What follows belongs to an exercise in optimizing a design on an open flow for small area; a production flow would make more cautious choices.
Function was checked by simulation only, so behaviour that the tests miss may differ from the original.
The clock port is modelled as an ideal driver; clocking choices that lean on that would not hold on a real chip.
Power is estimated from default activity; no workload was simulated.

==> trial 3 <==
==> flow/design.v <==
module mem_responder #(
    parameter int unsigned DEPTH_WORDS = 64,
    parameter logic [31:0] IO_BASE     = 32'hFFFF_FF00
) (
    input  logic        Clock,
    input  logic        Reset,
    input  logic [31:0] Address,
    input  logic        Wr,
    input  logic [31:0] DataIn,
    output logic [31:0] DataOut,
    output logic [31:0] PortOut,
    output logic        Irq,
    output logic        ErrFlag
);
    localparam int unsigned IDX_W = (DEPTH_WORDS > 1) ? $clog2(DEPTH_WORDS) : 1;
    logic [31:0]      ram [DEPTH_WORDS];
    logic [31:0]      portReg;
    logic [31:0]      countReg;
    logic [31:0]      cmpReg;
    logic             matchReg;
    logic             irqEnReg;
    logic             errReg;
    logic             aligned, inRam, inIo, accessErr;
    logic             ramOk, ioOk, ramRdOk, ioRdOk;
    logic [IDX_W-1:0] wordIdx;
    logic [DEPTH_WORDS-1:0] wordHit;
    logic [3:0]       ioHit;
    logic [31:0]      ramRd, ioRd;
    logic [31:0]      countInc;
    always_comb begin
        aligned   = (Address[1:0] == 2'b00);
        inRam     = (Address[31:IDX_W+2] == '0);
        inIo      = (Address[31:4] == IO_BASE[31:4]);
        accessErr = !aligned || !(inRam || inIo);
        ramOk     = aligned && inRam;
        ioOk      = aligned && inIo;
        ramRdOk   = ramOk && !Reset;
        ioRdOk    = ioOk && !Reset;
        wordIdx   = Address[IDX_W+1:2];
        for (int i = 0; i < 4; i++) ioHit[i] = (Address[3:2] == 2'(i));
        for (int w = 0; w < DEPTH_WORDS; w++) wordHit[w] = (wordIdx == IDX_W'(w));
    end
    logic [31:0] grpRd [DEPTH_WORDS/4];
    logic [DEPTH_WORDS/4-1:0] grpHit;
    always_comb begin
        for (int g = 0; g < DEPTH_WORDS/4; g++) begin
            grpRd[g]  = ram[4*g + int'(wordIdx[1:0])];
            grpHit[g] = (wordIdx[IDX_W-1:2] == (IDX_W-2)'(g));
        end
        ramRd = '0;
        for (int g = 0; g < DEPTH_WORDS/4; g++)
            ramRd = ramRd | ({32{grpHit[g]}} & grpRd[g]);
    end
    always_comb begin
        ioRd = ({32{ioHit[0] & ioRdOk}} & portReg)
             | ({32{ioHit[1] & ioRdOk}} & countReg)
             | ({32{ioHit[2] & ioRdOk}} & cmpReg)
             | ({32{ioHit[3] & ioRdOk}} & {30'b0, irqEnReg, matchReg});
    end
    assign countInc = countReg + 32'd1;
    always_ff @(posedge Clock) begin
        for (int w = 0; w < DEPTH_WORDS; w++)
            if (Wr && ramOk && wordHit[w]) ram[w] <= DataIn;
    end
    logic [31:0] loadVal;
    assign loadVal = DataIn & {32{!Reset}};
    always_ff @(posedge Clock) begin
        if (Reset || (Wr && ioOk && ioHit[0])) portReg <= loadVal;
        if (Reset || (Wr && ioOk && ioHit[2])) cmpReg  <= loadVal;
    end
    always_ff @(posedge Clock) begin
        DataOut <= ({32{ramRdOk}} & ramRd) | ioRd;
        if (Reset) begin
            countReg <= '0;
            matchReg <= 1'b0;
            irqEnReg <= 1'b0;
            errReg   <= 1'b0;
        end else begin
            if (Wr && ioOk && ioHit[1]) countReg <= DataIn;
            else                        countReg <= countInc;
            if (countReg == cmpReg)                           matchReg <= 1'b1;
            else if (Wr && ioOk && ioHit[3] && DataIn[0])     matchReg <= 1'b0;
            if (Wr && ioOk && ioHit[3]) irqEnReg <= DataIn[1];
            if (accessErr) errReg <= 1'b1;
        end
    end
    assign PortOut = portReg;
    assign Irq     = matchReg & irqEnReg;
    assign ErrFlag = errReg;
endmodule
==> flow/flow/run.sh <==
#!/bin/bash
# Standard synthesis and layout (the standard.sh) with these changes to the ORFS steps:
#  - the floorplan step only removes synthesis buffers instead of upsizing gates against
#    the unplaced netlist's timing (REMOVE_ABC_BUFFERS=1);
#  - ports buffered with buf_2 instead of the resizer's default pick (a slow delay buffer);
#  - clock tree synthesis without dummy loads and with larger sink clusters;
#  - the placement, resizing, CTS and global-route repairs may not use the largest buffers
#    or delay cells (flow/small_buffers.tcl, sourced before each of those steps).
# Each ORFS step keeps its own log under orfs/logs/; make's output goes to standard_flow.log.
set -euo pipefail
HOOK="$PWD/flow/small_buffers.tcl"
CTS="-sink_clustering_enable -repair_clock_nets -dont_use_dummy_load -buf_list {sky130_fd_sc_hd__clkbuf_16} -sink_clustering_size 27 -sink_clustering_max_diameter 110"
bash standard.sh "CTS_ARGS=$CTS" "BUFFER_PORTS_ARGS=-buffer_cell sky130_fd_sc_hd__buf_2" REMOVE_ABC_BUFFERS=1 \
  PRE_GLOBAL_PLACE_TCL=$HOOK PRE_RESIZE_TCL=$HOOK PRE_CTS_TCL=$HOOK PRE_GLOBAL_ROUTE_TCL=$HOOK \
  PRE_REPAIR_TIMING_POST_PLACE_TCL=$HOOK PRE_DETAIL_ROUTE_TCL=$HOOK PRE_FLOORPLAN_TCL=$HOOK \
  finish > standard_flow.log 2>&1
==> flow/flow/small_buffers.tcl <==
# Keep the resizer's buffering and upsizing to the smaller buffer and gate sizes.
set_dont_use {sky130_fd_sc_hd__buf_12 sky130_fd_sc_hd__buf_16 sky130_fd_sc_hd__bufbuf_16 sky130_fd_sc_hd__bufbuf_8 sky130_fd_sc_hd__bufinv_16 sky130_fd_sc_hd__bufinv_8 sky130_fd_sc_hd__inv_12 sky130_fd_sc_hd__inv_16 sky130_fd_sc_hd__clkinv_16 sky130_fd_sc_hd__clkdlybuf4s50_1 sky130_fd_sc_hd__clkdlybuf4s25_1 sky130_fd_sc_hd__clkdlybuf4s18_1 sky130_fd_sc_hd__clkdlybuf4s15_1 sky130_fd_sc_hd__clkdlybuf4s50_2 sky130_fd_sc_hd__clkdlybuf4s25_2 sky130_fd_sc_hd__clkdlybuf4s18_2 sky130_fd_sc_hd__clkdlybuf4s15_2}
==> flow/standard.sh <==
#!/bin/bash
# synth_recipe.tcl (not shown) runs the flow's synth.tcl, then flattens the netlist and writes it again
# the make line also repeats each setting of config.mk as NAME=value (left out here)
make -C /OpenROAD-flow-scripts/flow DESIGN_CONFIG=/design/flow/config.mk WORK_HOME=/design/flow/orfs CLKGATE_MAP_FILE= SYNTH_SCRIPT=/design/flow/synth_recipe.tcl "${@:-finish}"
==> flow/config.mk <==
export PLATFORM = sky130hd
export DESIGN_NAME = mem_responder
export DESIGN_NICKNAME = mem_responder
export VERILOG_FILES = /design/flow/design.v
export SDC_FILE = /design/flow/constraint.sdc
export NUM_CORES = 4
export LEC_CHECK = 0
export CAP_MARGIN = 20
export CORE_MARGIN = 2
export CORE_UTILIZATION = 66
export SLEW_MARGIN = 20
==> flow/constraint.sdc <==
create_clock -name core_clock -period 4.0 [get_ports {Clock}]
set_input_delay 0.8000 -clock core_clock [delete_from_list [all_inputs] [get_ports {Clock}]]
set_output_delay 0.8000 -clock core_clock [all_outputs]
set_load 0.01 [all_outputs]
==> build 39 (differences from trial 3) <==
--- a/flow/design.v
+++ b/flow/design.v
@@ -64,8 +64,2 @@
     end
-    logic [31:0] loadVal;
-    assign loadVal = DataIn & {32{!Reset}};
-    always_ff @(posedge Clock) begin
-        if (Reset || (Wr && ioOk && ioHit[0])) portReg <= loadVal;
-        if (Reset || (Wr && ioOk && ioHit[2])) cmpReg  <= loadVal;
-    end
     always_ff @(posedge Clock) begin
@@ -73,3 +67,5 @@
         if (Reset) begin
+            portReg  <= '0;
             countReg <= '0;
+            cmpReg   <= '0;
             matchReg <= 1'b0;
@@ -78,4 +74,6 @@
         end else begin
+            if (Wr && ioOk && ioHit[0]) portReg <= DataIn;
             if (Wr && ioOk && ioHit[1]) countReg <= DataIn;
             else                        countReg <= countInc;
+            if (Wr && ioOk && ioHit[2]) cmpReg <= DataIn;
             if (countReg == cmpReg)                           matchReg <= 1'b1;
--- a/flow/flow/run.sh
+++ b/flow/flow/run.sh
@@ -11,3 +11,3 @@
 HOOK="$PWD/flow/small_buffers.tcl"
-CTS="-sink_clustering_enable -repair_clock_nets -dont_use_dummy_load -buf_list {sky130_fd_sc_hd__clkbuf_16} -sink_clustering_size 27 -sink_clustering_max_diameter 110"
+CTS="-sink_clustering_enable -repair_clock_nets -dont_use_dummy_load -buf_list {sky130_fd_sc_hd__clkbuf_16} -sink_clustering_size 25 -sink_clustering_max_diameter 110"
 bash standard.sh "CTS_ARGS=$CTS" "BUFFER_PORTS_ARGS=-buffer_cell sky130_fd_sc_hd__buf_2" REMOVE_ABC_BUFFERS=1 \
--- a/flow/config.mk
+++ b/flow/config.mk
@@ -9,3 +9,3 @@
 export CORE_MARGIN = 2
-export CORE_UTILIZATION = 66
+export CORE_UTILIZATION = 50
 export SLEW_MARGIN = 20
==> trial 57 (differences from trial 3) <==
--- a/flow/design.v
+++ b/flow/design.v
@@ -64,8 +64,2 @@
     end
-    logic [31:0] loadVal;
-    assign loadVal = DataIn & {32{!Reset}};
-    always_ff @(posedge Clock) begin
-        if (Reset || (Wr && ioOk && ioHit[0])) portReg <= loadVal;
-        if (Reset || (Wr && ioOk && ioHit[2])) cmpReg  <= loadVal;
-    end
     always_ff @(posedge Clock) begin
@@ -73,3 +67,5 @@
         if (Reset) begin
+            portReg  <= '0;
             countReg <= '0;
+            cmpReg   <= '0;
             matchReg <= 1'b0;
@@ -78,4 +74,6 @@
         end else begin
+            if (Wr && ioOk && ioHit[0]) portReg <= DataIn;
             if (Wr && ioOk && ioHit[1]) countReg <= DataIn;
             else                        countReg <= countInc;
+            if (Wr && ioOk && ioHit[2]) cmpReg <= DataIn;
             if (countReg == cmpReg)                           matchReg <= 1'b1;
==> flow/flow/run.sh (replaced) <==
#!/bin/bash
# Standard synthesis and layout (the standard.sh) with these changes to the ORFS steps:
#  - ports buffered with buf_2 instead of the resizer's default pick (a slow delay buffer);
#  - clock tree synthesis without dummy loads and with larger sink clusters;
#  - the placement, resizing, CTS and global-route repairs may not use the largest buffers
#    or delay cells (flow/small_buffers.tcl, sourced before each of those steps).
# Each ORFS step keeps its own log under orfs/logs/; make's output goes to standard_flow.log.
set -euo pipefail
HOOK="$PWD/flow/small_buffers.tcl"
CTS="-sink_clustering_enable -repair_clock_nets -dont_use_dummy_load -buf_list {sky130_fd_sc_hd__clkbuf_16} -sink_clustering_size 20 -sink_clustering_max_diameter 100"
bash standard.sh "CTS_ARGS=$CTS" "BUFFER_PORTS_ARGS=-buffer_cell sky130_fd_sc_hd__buf_2" \
  PRE_GLOBAL_PLACE_TCL=$HOOK PRE_RESIZE_TCL=$HOOK PRE_CTS_TCL=$HOOK PRE_GLOBAL_ROUTE_TCL=$HOOK \
  PRE_REPAIR_TIMING_POST_PLACE_TCL=$HOOK PRE_DETAIL_ROUTE_TCL=$HOOK PRE_FLOORPLAN_TCL=$HOOK \
  finish > standard_flow.log 2>&1
--- a/flow/config.mk
+++ b/flow/config.mk
@@ -9,3 +9,3 @@
 export CORE_MARGIN = 2
-export CORE_UTILIZATION = 66
+export CORE_UTILIZATION = 40
 export SLEW_MARGIN = 20
==> build 89 (differences from trial 3) <==
==> flow/design.v, changed modules only <==
module mem_responder #(
    parameter int unsigned DEPTH_WORDS = 64,
    parameter logic [31:0] IO_BASE     = 32'hFFFF_FF00
) (
    input  logic        Clock,
    input  logic        Reset,
    input  logic [31:0] Address,
    input  logic        Wr,
    input  logic [31:0] DataIn,
    output logic [31:0] DataOut,
    output logic [31:0] PortOut,
    output logic        Irq,
    output logic        ErrFlag
);
    localparam int unsigned IDX_W = (DEPTH_WORDS > 1) ? $clog2(DEPTH_WORDS) : 1;
    logic [31:0]      ram [DEPTH_WORDS];
    logic [31:0]      portReg;
    logic [31:0]      countReg;
    logic [31:0]      cmpReg;
    logic             matchReg;
    logic             irqEnReg;
    logic             errReg;
    logic             aligned, inRam, inIo, accessErr;
    logic             ramOk, ioOk, ramRdOk, ioRdOk;
    logic [IDX_W-1:0] wordIdx;
    logic [DEPTH_WORDS-1:0] wordHit;
    logic [3:0]       ioHit;
    logic [31:0]      ramRd, ioRd;
    logic [31:0]      countInc;
    always_comb begin
        aligned   = (Address[1:0] == 2'b00);
        inRam     = (Address[31:IDX_W+2] == '0);
        inIo      = (Address[31:4] == IO_BASE[31:4]);
        accessErr = !aligned || !(inRam || inIo);
        ramOk     = aligned && inRam;
        ioOk      = aligned && inIo;
        ramRdOk   = ramOk && !Reset;
        ioRdOk    = ioOk && !Reset;
        wordIdx   = Address[IDX_W+1:2];
        for (int i = 0; i < 4; i++) ioHit[i] = (Address[3:2] == 2'(i));
        for (int w = 0; w < DEPTH_WORDS; w++) wordHit[w] = (wordIdx == IDX_W'(w));
    end
    always_comb begin
        ramRd = '0;
        for (int w = 0; w < DEPTH_WORDS; w++)
            ramRd = ramRd | ({32{wordHit[w] & ramRdOk}} & ram[w]);
    end
    always_comb begin
        ioRd = ({32{ioHit[0] & ioRdOk}} & portReg)
             | ({32{ioHit[1] & ioRdOk}} & countReg)
             | ({32{ioHit[2] & ioRdOk}} & cmpReg)
             | ({32{ioHit[3] & ioRdOk}} & {30'b0, irqEnReg, matchReg});
    end
    always_comb begin
        logic c;
        c = 1'b1;
        for (int i = 0; i < 32; i++) begin
            countInc[i] = countReg[i] ^ c;
            c = c & countReg[i];
        end
    end
    always_ff @(posedge Clock) begin
        for (int w = 0; w < DEPTH_WORDS; w++)
            if (Wr && ramOk && wordHit[w]) ram[w] <= DataIn;
    end
    always_ff @(posedge Clock) begin
        DataOut <= ramRd | ioRd;
        if (Reset) begin
            portReg  <= '0;
            countReg <= '0;
            cmpReg   <= '0;
            matchReg <= 1'b0;
            irqEnReg <= 1'b0;
            errReg   <= 1'b0;
        end else begin
            if (Wr && ioOk && ioHit[0]) portReg <= DataIn;
            if (Wr && ioOk && ioHit[1]) countReg <= DataIn;
            else                        countReg <= countInc;
            if (Wr && ioOk && ioHit[2]) cmpReg <= DataIn;
            if (countReg == cmpReg)                           matchReg <= 1'b1;
            else if (Wr && ioOk && ioHit[3] && DataIn[0])     matchReg <= 1'b0;
            if (Wr && ioOk && ioHit[3]) irqEnReg <= DataIn[1];
            if (accessErr) errReg <= 1'b1;
        end
    end
    assign PortOut = portReg;
    assign Irq     = matchReg & irqEnReg;
    assign ErrFlag = errReg;
endmodule
==> flow/run.sh (new file) <==
#!/bin/bash
# synth_recipe.tcl (not shown) runs the flow's synth.tcl, then flattens the netlist and writes it again
# the make line also repeats each setting of config.mk as NAME=value (left out here)
make -C /OpenROAD-flow-scripts/flow DESIGN_CONFIG=/design/flow/config.mk WORK_HOME=/design/flow/orfs CLKGATE_MAP_FILE= SYNTH_SCRIPT=/design/flow/synth_recipe.tcl finish
--- a/flow/config.mk
+++ b/flow/config.mk
@@ -9,3 +9,3 @@
 export CORE_MARGIN = 2
-export CORE_UTILIZATION = 66
+export CORE_UTILIZATION = 40
 export SLEW_MARGIN = 20
removed: flow/flow/run.sh
removed: flow/flow/small_buffers.tcl
removed: flow/standard.sh
==> summary of the runs <==
Build 39 finished clean. Trial 3 went through all stages and came out clean. Trial 57 completed without violations. Build 89 completed and failed the layout checks on setup timing.
The highest global-route usage belongs to trial 3, the lowest to trial 57.
Of trial 57 and trial 3, trial 57 has the higher clock power (gap about 20%, measured against trial 3).
Count of clock-buffer cells in the layout, lowest first: trial 3, build 39, trial 57, build 89.
Via count: build 39 < trial 3 < trial 57 < build 89.
In build 39 the sequential share of layout area is higher than in build 89, by 7.4 points.
Final area, lowest first: trial 3, build 39, trial 57, build 89.

==> afterwards: timing with drivers on the ports <==
The results above use ideal ports. As a check the final layouts listed here were re-extracted and re-timed, cells and wires unchanged.
Step 1 assumes that a clkbuf_16 drives the clock port and a buf_2 every other input.
Step 2 moves the port delays by t, midway between the first and last clock arrival at a register: inputs arrive t later, outputs are due t later. That takes back most of the time a late clock gives input paths.
Three values: no drivers, after step 1, after step 2; two values: the first two.
run	shift t [ns]	slack for setup (ns)	worst setup path after step 2
trial 3	0.784	0.648 / 0.704 / -0.080	input to register
build 39	0.821	1.046 / 1.116 / 0.295	input to register
trial 57	0.865	0.854 / 0.923 / 0.058	input to register
build 89	0.957	-1.431 / -1.431 / -1.431	register to register
Met with ideal ports but missed after step 2: setup timing in trial 3. The setup slack of trial 57, which loses most, moves by +0.069 ns with the drivers and by -0.796 ns with both steps.
